Background: an optimization exercise with open tools, aiming at small area, a short achievable clock period and few clock cycles per item. Do not read the settings as production practice.
Function was checked by simulation only, so behaviour that the tests miss may differ from the original.
No activity file was given, so power comes from the tool's default toggle rates.

exp/fjord:
## group_dominant_key_detect
module group_dominant_key_detect
#(
  parameter int MAX_KEYS  = 64,
  parameter int MAX_GROUP = 256,
  parameter int KEY_BITS  = 16
) (
  input  wire logic              clk,
  input  wire logic              rst_n,
  input  wire logic               in_valid,
  output logic                    in_ready,
  input  wire logic [gdk_pkg::KEY_W-1:0]   in_target_key,
  input  wire logic [gdk_pkg::SITE_W-1:0]  in_site_position,
  input  wire logic               in_group_end,
  output logic                    out_valid,
  input  wire logic               out_ready,
  output logic                    out_assigned,
  output logic      [gdk_pkg::KEY_W-1:0]   out_dominant_key,
  output logic      [gdk_pkg::SITE_W-1:0]  out_window_start,
  output logic      [gdk_pkg::END_W-1:0]   out_window_end,
  output logic      [gdk_pkg::SIZE_W-1:0]  out_group_size,
  output logic                    out_overflow,
  input  wire logic              psel,
  input  wire logic              penable,
  input  wire logic              pwrite,
  input  wire logic [gdk_pkg::CFG_AW-1:0] paddr,
  input  wire logic [gdk_pkg::CFG_DW-1:0] pwdata,
  output logic      [gdk_pkg::CFG_DW-1:0] prdata,
  output logic                   pready
);
  localparam int N   = MAX_KEYS;
  localparam int KW  = gdk_pkg::KEY_W;
  localparam int SW  = gdk_pkg::SITE_W;
  localparam int CW  = 7;                   
  localparam int TW  = 9;                   
  localparam int PW  = gdk_pkg::THR_W + 8;  
  gdk_pkg::gdk_cfg_t cfg;
  gdk_cfg_regs u_cfg (
    .clk     (clk),
    .rst_n   (rst_n),
    .psel    (psel),
    .penable (penable),
    .pwrite  (pwrite),
    .paddr   (paddr),
    .pwdata  (pwdata),
    .prdata  (prdata),
    .pready  (pready),
    .cfg     (cfg)
  );
  logic          open_r;                  
  logic          in_first;                
  logic          b_v, b_first, b_last;
  logic [KW-1:0] b_key;
  logic [SW-1:0] b_site;
  logic [N-1:0]  b_match;
  logic [TW-1:0] b_total;                 
  logic          b_ovf;
  logic          c_v, c_first, c_last, c_cnt_ok, c_ovf;
  logic [KW-1:0] c_key;
  logic [SW-1:0] c_site;
  logic [4*CW-1:0] c_part;                
  logic [CW-1:0] c_cnt;
  logic [N-1:0]  c_tgt;                   
  ...
export LEC_CHECK = 0
export ABC_CLOCK_PERIOD_IN_PS = 2500
export CAP_MARGIN = 20
export CORE_MARGIN = 2
export CORE_UTILIZATION = 60
export CTS_BUF_LIST = sky130_fd_sc_hd__clkbuf_8 sky130_fd_sc_hd__clkbuf_16
export CTS_CLUSTER_DIAMETER = 45
export CTS_CLUSTER_SIZE = 18
export SETUP_SLACK_MARGIN = 3.5
export SLEW_MARGIN = 20
create_clock -name core_clock -period 6.5 [get_ports {clk}]
run.sh (not shown) runs the stock make flow with config.mk's settings and CLKGATE_MAP_FILE= SYNTH_SCRIPT=/design/flow/synth_recipe.tcl, a recipe that flattens the netlist after the stock synthesis.
exp/fjord completed every stage of the flow, and the final layout passed the timing, DRC and antenna checks.
Testbench counts of exp/fjord, summed over its fixed seeds: cycles 32,383, items 32,211.
Setup changes, exp/fjord to exp/maple
- CTS_CLUSTER_SIZE: 18 -> unset
- CTS_CLUSTER_DIAMETER: 45 -> unset
- CTS_BUF_LIST: sky130_fd_sc_hd__clkbuf_8 sky130_fd_sc_hd__clkbuf_16 -> sky130_fd_sc_hd__clkbuf_4 sky130_fd_sc_hd__clkbuf_8
## What came out
exp/fjord → exp/maple: number of port buffers barely changed; critical path depth climbed 1; via count climbed 1.7%; post-CTS setup repair buffer count dropped 3. exp/maple vs exp/fjord: number of buffers on the longest clock path up. Looking at exp/maple and exp/fjord, the global-route usage is a wash. Compared with exp/fjord, exp/maple shows amount of wire on met2 after detailed routing that has gone up slightly. Looking at source of the critical timing path, the b_first result is from exp/maple; the b_match[41] one comes from exp/fjord. edfxtp_1 as the worst-path cell with the longest stage delay was reported by exp/fjord, and nor2_1 by exp/maple. The lower detailed router's first-iteration violation count of exp/maple and exp/fjord is in exp/fjord. NOTE power exp/fjord->exp/maple decreased by a few percent. exp/fjord → exp/maple: final-layout non-clock buffer area share shows no meaningful change; switching component of the power shows a reduction of about 7%.
Changes in exp/onyx relative to exp/maple:
- changing SETUP_SLACK_MARGIN from 3.5 to 4.1
### Flow results
Compared with exp/maple, exp/onyx shows maximum frequency that has gone up slightly.
[compare] base=exp/maple new=exp/onyx: area of the multi-input gates increased about 11%, share of the clock period used by the worst path decreased 0.79 points.
--- input diff exp/onyx..exp/violet ---
- CORE_UTILIZATION changed from 60 to 68
- SETUP_SLACK_MARGIN changed from 4.1 to 3.9
[summary]
exp/violet completed end to end with timing, DRC and antenna clean.
exp/onyx | status: complete | timing, DRC, antenna: pass
[compare] base=exp/onyx new=exp/violet: global-route track usage on met2 increased 1.9 points; floorplan die width decreased 23 um; global-route usage increased 2.0 points; power consumption decreased 2.1%.
Looking at initial core utilization, exp/violet sits 7.9 points higher than exp/onyx does.
exp/violet ended up with a lower core footprint than exp/onyx did.
Relative to exp/onyx, the final cell count of exp/violet is lower by 4.9%.
Of exp/violet and exp/onyx, the higher final-stage net count belongs to exp/onyx.
Between exp/onyx and exp/violet, the flow reports maximum frequency increasing slightly.
Net switching share of the total power is lower on exp/violet

-- re-timing with driven ports --
How much do the figures lean on ideal ports? The routed layouts below were timed once more, with nothing changed but the port constraints.
Step 1 (the two cells are an assumption about what drives the block):
set clk [get_ports {clk}]
set_driving_cell -lib_cell sky130_fd_sc_hd__clkbuf_16 $clk
set_driving_cell -lib_cell sky130_fd_sc_hd__buf_2 [delete_from_list [all_inputs] $clk]
Step 2 adds t to the input delays and takes it off the output delays; t is the mean of the earliest and latest rising clock arrival at the registers after step 1. Input paths then give back, and output paths get back, about the clock's delay inside the block.
Three values: ideal, step 1, step 2; two values: the first two.
| run | t (ns) | setup slack, ns | worst slew at a driven data input, ns |
|---|---|---|---|
| exp/fjord | 0.907 | 3.493 / 3.493 / 2.629 | 0.14 |
| exp/maple | 1.064 | 3.515 / 3.491 / 2.509 | 0.14 |
| exp/onyx | 1.079 | 3.567 / 3.486 / 2.894 | 0.14 |
| exp/violet | 1.066 | 3.621 / 3.544 / 2.746 | 0.15 |
After both steps setup and hold are still met in every run listed. The setup slack of exp/maple, which loses most, moves by -0.024 ns with the drivers and by -1.006 ns with both steps.
